This design comes from an exercise in tuning for small area, a short achievable clock period and few clock cycles per item on the open sky130 flow, not from production work.
Function was checked by simulation only, so behaviour that the tests miss may differ from the original.
Power figures rest on the tool's default switching activity, not on a simulated workload.

--- flow/run.sh ---
#!/bin/bash
# synth_recipe.tcl (not shown) runs the flow's synth.tcl, then flattens the netlist and writes it again
# the make line also repeats each setting of config.mk as NAME=value (left out here)
make -C /OpenROAD-flow-scripts/flow DESIGN_CONFIG=/design/flow/config.mk WORK_HOME=/design/flow/orfs CLKGATE_MAP_FILE= SYNTH_SCRIPT=/design/flow/synth_recipe.tcl finish
--- flow/config.mk ---
export PLATFORM = sky130hd
export DESIGN_NAME = keyed_entry_table_with_aging_unit
export DESIGN_NICKNAME = keyed_entry_table_with_aging_unit
export VERILOG_FILES = /design/flow/design.v
export SDC_FILE = /design/flow/constraint.sdc
export NUM_CORES = 4
export LEC_CHECK = 0
export CAP_MARGIN = 20
export CORE_MARGIN = 2
export CORE_UTILIZATION = 40
export SLEW_MARGIN = 20
--- flow/constraint.sdc ---
create_clock -name core_clock -period 8.0 [get_ports {i_clk}]
set_input_delay 1.6000 -clock core_clock [delete_from_list [all_inputs] [get_ports {i_clk}]]
set_output_delay 1.6000 -clock core_clock [all_outputs]
set_load 0.01 [all_outputs]
--- flow/design.v ---
`timescale 1ns / 1ps
package keta_pkg;
    localparam int KEY_W    = 16;
    localparam int SLOT_W   = 4;
    localparam int COUNT_W  = 5;
    localparam int CFG_W    = 32;
    localparam logic [CFG_W-1:0] TIMEOUT_RESET = 32'd3;
    typedef enum logic [1:0] {
        REQ_UPDATE = 2'd0,
        REQ_JOINT  = 2'd1,
        REQ_LOOKUP = 2'd2,
        REQ_TICK   = 2'd3
    } t_req;
    typedef enum logic [2:0] {
        STS_UPDATED   = 3'd0,
        STS_ALLOCATED = 3'd1,
        STS_DROPPED   = 3'd2,
        STS_HIT       = 3'd3,
        STS_MISS      = 3'd4,
        STS_TICK_DONE = 3'd5
    } t_status;
    typedef enum logic [2:0] {
        S_IDLE   = 3'd0,
        S_MATCH  = 3'd1,
        S_FIND   = 3'd2,
        S_ACCESS = 3'd3,
        S_SWEEP  = 3'd4,
        S_REPLY  = 3'd5
    } t_state;
    typedef struct packed {
        logic search;
        logic alloc;
        logic expire;
    } t_cam_ctl;
    typedef struct packed {
        logic hit;
        logic free_any;
    } t_cam_res;
endpackage
`timescale 1ns / 1ps
module keta_ram #(
    parameter int DEPTH = 16,
    parameter int WIDTH = 8
) (
    input  logic              i_clk,
    input  logic [DEPTH-1:0]  i_we,
    input  logic [WIDTH-1:0]  i_wdata,
    input  logic [DEPTH-1:0]  i_rsel,
    output logic [WIDTH-1:0]  o_rdata
);
    logic [WIDTH-1:0] r_mem [DEPTH];
    always_ff @(posedge i_clk) begin
        for (int i = 0; i < DEPTH; i++) begin
            if (i_we[i]) begin
                r_mem[i] <= i_wdata;
            end
        end
    end
    always_comb begin
        o_rdata = '0;
        for (int i = 0; i < DEPTH; i++) begin
            o_rdata = o_rdata | (r_mem[i] & {WIDTH{i_rsel[i]}});
        end
    end
endmodule
`timescale 1ns / 1ps
module keta_key_cam #(
    parameter int ENTRIES = 16
) (
    input  logic                        i_clk,
    input  logic [ENTRIES-1:0]          i_we,
    input  logic [keta_pkg::KEY_W-1:0]  i_key,
    input  logic [ENTRIES-1:0]          i_valid,
    output logic [ENTRIES-1:0]          o_hit,
    output logic [ENTRIES-1:0]          o_free
);
    logic [keta_pkg::KEY_W-1:0] r_key [ENTRIES];
    always_ff @(posedge i_clk) begin
        for (int i = 0; i < ENTRIES; i++) begin
            if (i_we[i]) begin
                r_key[i] <= i_key;
            end
        end
    end
    always_comb begin
        for (int i = 0; i < ENTRIES; i++) begin
            o_hit[i] = i_valid[i] && (r_key[i] == i_key);
        end
    end
    always_comb begin
        logic seen;
        seen = 1'b0;
        for (int i = 0; i < ENTRIES; i++) begin
            o_free[i] = !i_valid[i] && !seen;
            seen      = seen || !i_valid[i];
        end
    end
endmodule
`timescale 1ns / 1ps
module keyed_entry_table_with_aging_unit #(
    parameter int ENTRIES       = 16,
    parameter int PAYLOAD_WIDTH = 64,
    parameter int JOINT_WIDTH   = 64,
    parameter int TIME_WIDTH    = 12
) (
    input  logic                     i_clk,
    input  logic                     i_rst_n,
    input  logic                     i_in_valid,
    output logic                     o_in_stall,
    input  logic [1:0]               i_req_type,
    input  logic [keta_pkg::KEY_W-1:0]         i_net_id,
    input  logic                     i_has_payload,
    input  logic                     i_in_game,
    input  logic [PAYLOAD_WIDTH-1:0] i_payload,
    input  logic [JOINT_WIDTH-1:0]   i_joint_data,
    output logic                     o_out_valid,
    input  logic                     i_out_stall,
    output logic [2:0]               o_status,
    output logic [keta_pkg::SLOT_W-1:0]        o_slot,
    output logic                     o_out_in_game,
    output logic [PAYLOAD_WIDTH-1:0] o_out_payload,
    output logic [JOINT_WIDTH-1:0]   o_out_joint,
    output logic [keta_pkg::COUNT_W-1:0]       o_expired_count,
    input  logic                     i_cfg_valid,
    output logic                     o_cfg_ready,
    input  logic [keta_pkg::CFG_W-1:0]         i_cfg_data
);
    localparam int IDX_W = $clog2(ENTRIES);
    logic [ENTRIES-1:0]    r_valid;
    logic [TIME_WIDTH-1:0] r_time;
    logic [TIME_WIDTH-1:0] r_timeout_lo;    
    logic                  r_timeout_big;   
    logic [TIME_WIDTH-1:0] r_stamp [ENTRIES];
    logic [ENTRIES-1:0]    r_flag;
    logic                          r_out_valid;
    logic [2:0]                    r_o_status;
    logic [keta_pkg::SLOT_W-1:0]   r_o_slot;
    logic                          r_o_in_game;
    logic [keta_pkg::COUNT_W-1:0]  r_o_expired;
    logic [ENTRIES-1:0]            r_o_rsel;    
    logic w_accept;
    logic w_upd, w_jnt, w_lkp, w_tick;
    logic [ENTRIES-1:0] w_hit, w_free, w_usel, w_pl_we, w_jt_we, w_expire;
    logic               w_any_hit, w_any_free;
    logic [ENTRIES-1:0] w_rsel;
    logic [IDX_W-1:0]   w_slot;
    logic [TIME_WIDTH-1:0] w_time_next;
    logic [keta_pkg::COUNT_W-1:0] w_count;
    assign o_in_stall  = r_out_valid && i_out_stall;
    assign w_accept    = i_in_valid && !o_in_stall;
    assign o_cfg_ready = 1'b1;
    assign w_upd  = w_accept && (i_req_type == keta_pkg::REQ_UPDATE);
    assign w_jnt  = w_accept && (i_req_type == keta_pkg::REQ_JOINT);
    assign w_lkp  = w_accept && (i_req_type == keta_pkg::REQ_LOOKUP);
    assign w_tick = w_accept && (i_req_type == keta_pkg::REQ_TICK);
    keta_key_cam #(
        .ENTRIES (ENTRIES)
    ) u_cam (
        .i_clk   (i_clk),
        .i_we    (w_usel),
        .i_key   (i_net_id),
        .i_valid (r_valid),
        .o_hit   (w_hit),
        .o_free  (w_free)
    );
    assign w_any_hit  = |w_hit;
    assign w_any_free = !(&r_valid);
    assign w_usel  = {ENTRIES{w_upd}} & (w_any_hit ? w_hit : w_free);
    assign w_pl_we = w_usel & {ENTRIES{i_has_payload}};
    assign w_jt_we = {ENTRIES{w_jnt}} & w_hit;
    assign w_rsel  = w_any_hit ? w_hit : w_free;
    always_comb begin
        w_slot = '0;
        for (int i = 0; i < ENTRIES; i++) begin
            if (w_rsel[i]) w_slot = w_slot | IDX_W'(i);
        end
    end
    assign w_time_next = r_time + 1'b1;
    always_comb begin
        for (int i = 0; i < ENTRIES; i++) begin
            logic [TIME_WIDTH-1:0] age;
            age = w_time_next - r_stamp[i];
            w_expire[i] = r_valid[i] && !r_timeout_big && (age > r_timeout_lo);
        end
    end
    always_comb begin
        w_count = '0;
        for (int i = 0; i < ENTRIES; i++) begin
            w_count = w_count + keta_pkg::COUNT_W'(w_expire[i]);
        end
    end
    always_ff @(posedge i_clk) begin
        if (!i_rst_n) begin
            r_valid       <= '0;
            r_time        <= '0;
            r_timeout_lo  <= TIME_WIDTH'(keta_pkg::TIMEOUT_RESET);
            r_timeout_big <= 1'b0;
        end else begin
            if (w_tick) begin
                r_valid <= r_valid & ~w_expire;
                r_time  <= w_time_next;
            end else begin
                r_valid <= r_valid | w_usel;
            end
            if (i_cfg_valid) begin
                r_timeout_lo  <= i_cfg_data[TIME_WIDTH-1:0];
                r_timeout_big <= |i_cfg_data[keta_pkg::CFG_W-1:TIME_WIDTH];
            end
        end
    end
    always_ff @(posedge i_clk) begin
        for (int i = 0; i < ENTRIES; i++) begin
            if (w_usel[i]) begin
                r_stamp[i] <= r_time;
                r_flag[i]  <= i_in_game;
            end
        end
    end
    keta_ram #(
        .DEPTH (ENTRIES),
        .WIDTH (PAYLOAD_WIDTH)
    ) u_payload_ram (
        .i_clk   (i_clk),
        .i_we    (w_pl_we),
        .i_wdata (i_payload),
        .i_rsel  (r_o_rsel),
        .o_rdata (o_out_payload)
    );
    keta_ram #(
        .DEPTH (ENTRIES),
        .WIDTH (JOINT_WIDTH)
    ) u_joint_ram (
        .i_clk   (i_clk),
        .i_we    (w_jt_we),
        .i_wdata (i_joint_data),
        .i_rsel  (r_o_rsel),
        .o_rdata (o_out_joint)
    );
    always_ff @(posedge i_clk) begin
        if (!i_rst_n) begin
            r_out_valid <= 1'b0;
        end else if (w_accept) begin
            r_out_valid <= 1'b1;
        end else if (!i_out_stall) begin
            r_out_valid <= 1'b0;
        end
    end
    always_ff @(posedge i_clk) begin
        if (w_accept) begin
            unique case (i_req_type)
                keta_pkg::REQ_UPDATE: begin
                    r_o_status  <= w_any_hit ? keta_pkg::STS_UPDATED
                                 : w_any_free ? keta_pkg::STS_ALLOCATED : keta_pkg::STS_DROPPED;
                    r_o_slot    <= w_slot;
                    r_o_in_game <= i_in_game && (w_any_hit || w_any_free);
                    r_o_rsel    <= '0;
                end
                keta_pkg::REQ_JOINT: begin
                    r_o_status  <= w_any_hit ? keta_pkg::STS_UPDATED : keta_pkg::STS_MISS;
                    r_o_slot    <= w_any_hit ? w_slot : '0;
                    r_o_in_game <= |(w_hit & r_flag);
                    r_o_rsel    <= '0;
                end
                keta_pkg::REQ_LOOKUP: begin
                    r_o_status  <= w_any_hit ? keta_pkg::STS_HIT : keta_pkg::STS_MISS;
                    r_o_slot    <= w_any_hit ? w_slot : '0;
                    r_o_in_game <= |(w_hit & r_flag);
                    r_o_rsel    <= w_hit;
                end
                default: begin
                    r_o_status  <= keta_pkg::STS_TICK_DONE;
                    r_o_slot    <= '0;
                    r_o_in_game <= 1'b0;
                    r_o_rsel    <= '0;
                end
            endcase
            r_o_expired <= (i_req_type == keta_pkg::REQ_TICK) ? w_count : '0;
        end
    end
    assign o_out_valid     = r_out_valid;
    assign o_status        = r_o_status;
    assign o_slot          = r_o_slot;
    assign o_out_in_game   = r_o_in_game;
    assign o_expired_count = r_o_expired;
endmodule
==> notes.md <==
[per-stage QoR]
| step | area [um2] | util | setup slack (ns) | total power [mW] | hold WS (ns) |
|---|---|---|---|---|---|
| floorplan | 105000 | - | 0.149 | 15.8 | 0.460 |
| detailed placement | 113000 | 0.433 | 0.0337 | 16.5 | 0.491 |
| global placement | 113000 | 0.433 | 0.164 | 16.4 | 0.476 |
| CTS | 122000 | 0.465 | 0.0395 | 28.6 | 0.504 |
| finish | 122000 | 0.466 | 0.269 | 28.4 | 0.502 |
| global route | 122000 | 0.466 | -0.0136 | 29.2 | 0.519 |
[worst max-delay path, delay by kind of cell, from the launching register on]
| kind | cells | cell delay, ns |
|---|---|---|
| and+or+nand+nor | 10 | 2.08 |
| xor gates and xnor gates | 3 | 0.62 |
| AOI/OAI and AO/OA | 5 | 0.67 |
| buffers and inverters | 5 | 0.72 |
| DFF | 1 | 0.34 |
| adders and majority gates | 7 | 3.02 |
[cells in the final DEF (no fill, tap or decap), types with 158 or more instances in the layout]
cell	instances
a221oi_1	519
a22o_1	514
buf_4	192
clkbuf_16	281
clkdlybuf4s50_1	311
edfxtp_1	2541
ha_1	378
inv_1	287
nand4_1	207
nor2_1	158
xnor2_1	254
xor2_1	160
[cell type report]
class                   instances  area, um2  share of cell area
inverters                     289       1080             0.00889
flip-flops and latches       2583      77100               0.632
diodes                         13       32.5            0.000267
well taps                    3515       4400              0.0360
multi-input cells            3115      25900               0.212
clock buffers                 327       7210              0.0591
repair buffers                537       4980              0.0408
clock inverters               150       1320              0.0108
[layer usage]
| layer | vias up | track usage | share of wire |
|---|---|---|---|
| met1 | 32216 | 0.309 | 0.41 |
| met2 | 2830 | 0.375 | 0.47 |
| li1 | 26528 | - | - |
| met5 | - | 0 | 0.00065 |
| met4 | 36 | 0.0610 | 0.028 |
| met3 | 507 | 0.0537 | 0.092 |
[kinds of logic (layout without fill, tap and decap cells)]
group | count (synthesis) | count (layout) | synth area share
flip-flops | 2583 | 2583 | 0.734
AND/OR/NAND/NOR | 770 | 770 | 0.0393
other | 1 | 14 | 0.0000357
adder cells (fa/ha/maj) | 404 | 404 | 0.0499
buffers and inverters | 570 | 1303 | 0.0233
XOR/XNOR | 424 | 424 | 0.0354
AO/OA/AOI/OAI | 1504 | 1504 | 0.117
multiplexers | 12 | 12 | 0.00114
[power by group]
group / total (mW) / switching, mW / internal [mW]
clock: 12.3 / 5.22 / 7.04
sequential: 14.9 / 0.0169 / 14.9
combinational: 1.30 / 0.846 / 0.457
[what timing repair did]
action	4_1_cts	5_1_grt
setup endpoints to repair	1	5
buffers inserted	0	4
gates resized for setup	1	19
pin swaps	0	2
[sequential cells by signal, indices dropped and copies added, names as in the netlist]
signal               flops
u_payload_ram.r_mem   1024
r_o_in_game              1
u_cam.r_key            256
r_timeout_lo            12
u_joint_ram.r_mem     1024
r_o_slot                 4
r_o_status               3
r_valid                 16
r_o_rsel                16
r_time                  12
r_out_valid              1
r_timeout_big            1
r_o_expired              5
r_flag                  16
r_stamp                192
[worst paths after layout]
kind	startpoint	to	slack [ns]	cells after the start
hold / removal	r_timeout_lo[7]	r_timeout_lo[7]	0.50	2
setup reg to reg	r_time[1]	r_o_expired[3]	0.27	30
hold reg to reg	r_timeout_lo[7]	r_timeout_lo[7]	0.50	2
setup / recovery	r_time[1]	r_o_expired[3]	0.27	30
==> notes.md <==
number of global-route vias before repair 61,244; Final Hold Fails 0; Top Ports 329; routed wire length 315,000 um; Hold Path Class flip-flop to flip-flop; Commonest cells post-synth edfxtp_1, a221oi_1, a22o_1; Layout area overhead 16.1%; Pins Over Slew Limit 0; CP required 8.58 ns; initial drt markers 6,492; clock sink count 2,583; gr ovfl total 0; CTS tree built; Top FF cell, synth edfxtp_1; post-synthesis net count 6,857; Non-Filler Instances 10,529; layout cells sized above 1 0.0960; FF+latch count, synth 2,583; Num CTS Buffers 275; CTS clk-pin slew, worst paths 0.06 ns; Setup Viol. Count Final 0; die area 0.267 mm2; slowest cell on the critical path fa_1; static leakage 41.3 nW; WL/cell 29.9 um; Least-Margin Pin Slew 1.17 ns; slowest stage delay, CP 0.67 ns; gpl congestion 0.860; f_max 129 MHz; maxcap violations 0; ANT nets after route 0; fraction of registers with async set/reset 0; DR vias 62,117; crit end category flip-flop; Via density 5.90; cts hold-fix bufs 0; Yosys cell types 82; most numerous cell in the Yosys netlist edfxtp_1; Area contributors post-synth edfxtp_1, ha_1, a221oi_1; Post-Place Cells 10,034; pin count of the biggest net entering global routing 129; setup TNS 0 ns; DR DRC count 0; Final Critical Period 7.73 ns; CP Max Fanout 18; leading area contributor after synthesis edfxtp_1; IO Port Bufs 327; initial antenna violation count 47; CP arrival 8.31 ns; row count 188; number of enable flip-flop cells after synthesis 2,541; DP Wirelength 171,000 um; Tcrit/Tclk final 0.966; core area 0.262 mm2; pwr/cell area 233 mW/mm2; Synth top area share 0.726; Mapped Area 0.105 mm2; Die Y 517 um; filler cell count 22,212; status no timing/DRC/antenna violations; Starting Density 0.402; global-route wire length before repair 443,000 um; Seq/Total Area, Yosys 0.734; peak supply drop 0.193 mV; final-stage net count 7,390; Total Routing Usage GR 0.230; htree depth 5; max_slew headroom 0.219; syn_area_per_cell 16.8 um2; root buf cell clkbuf_16; Synth Instances 6,268; critical path class flip-flop to flip-flop; clock buffer depth 4; clock skew 0.115 ns; Worst setup SP type flip-flop; Ys Warns 6; Die W 517 um; DRT Pass-1 Iters 5; worst-skew pair later-pin latency 0.89 ns
Testbench counts, summed over its fixed seeds: cycles 4,808, items 4,800.

## static timing again, ports no longer ideal
No port has a modelled driver above. Below, the same layout with a new extraction and two added sets of constraints. Step 1: set_driving_cell puts a clkbuf_16 on i_clk and a buf_2 on each other input, an assumption about the parent block. Step 2, shift: input delay + t, output delay - t, t = (earliest + latest rising clock arrival at the registers) / 2. This alone moves slack from input paths to output paths. Three values: ideal, step 1, step 2; two values: the first two.
t (ns): 0.922
slack for setup (ns): 0.269 / 0.269 / 0.269
worst hold slack (ns): 0.502 / 0.502 / 0.502
worst slew at a driven data input, ns: 0.23
After both steps this run still meets setup and hold. The setup slack of this run moves by 0.000 ns with the drivers and by 0.000 ns with both steps.
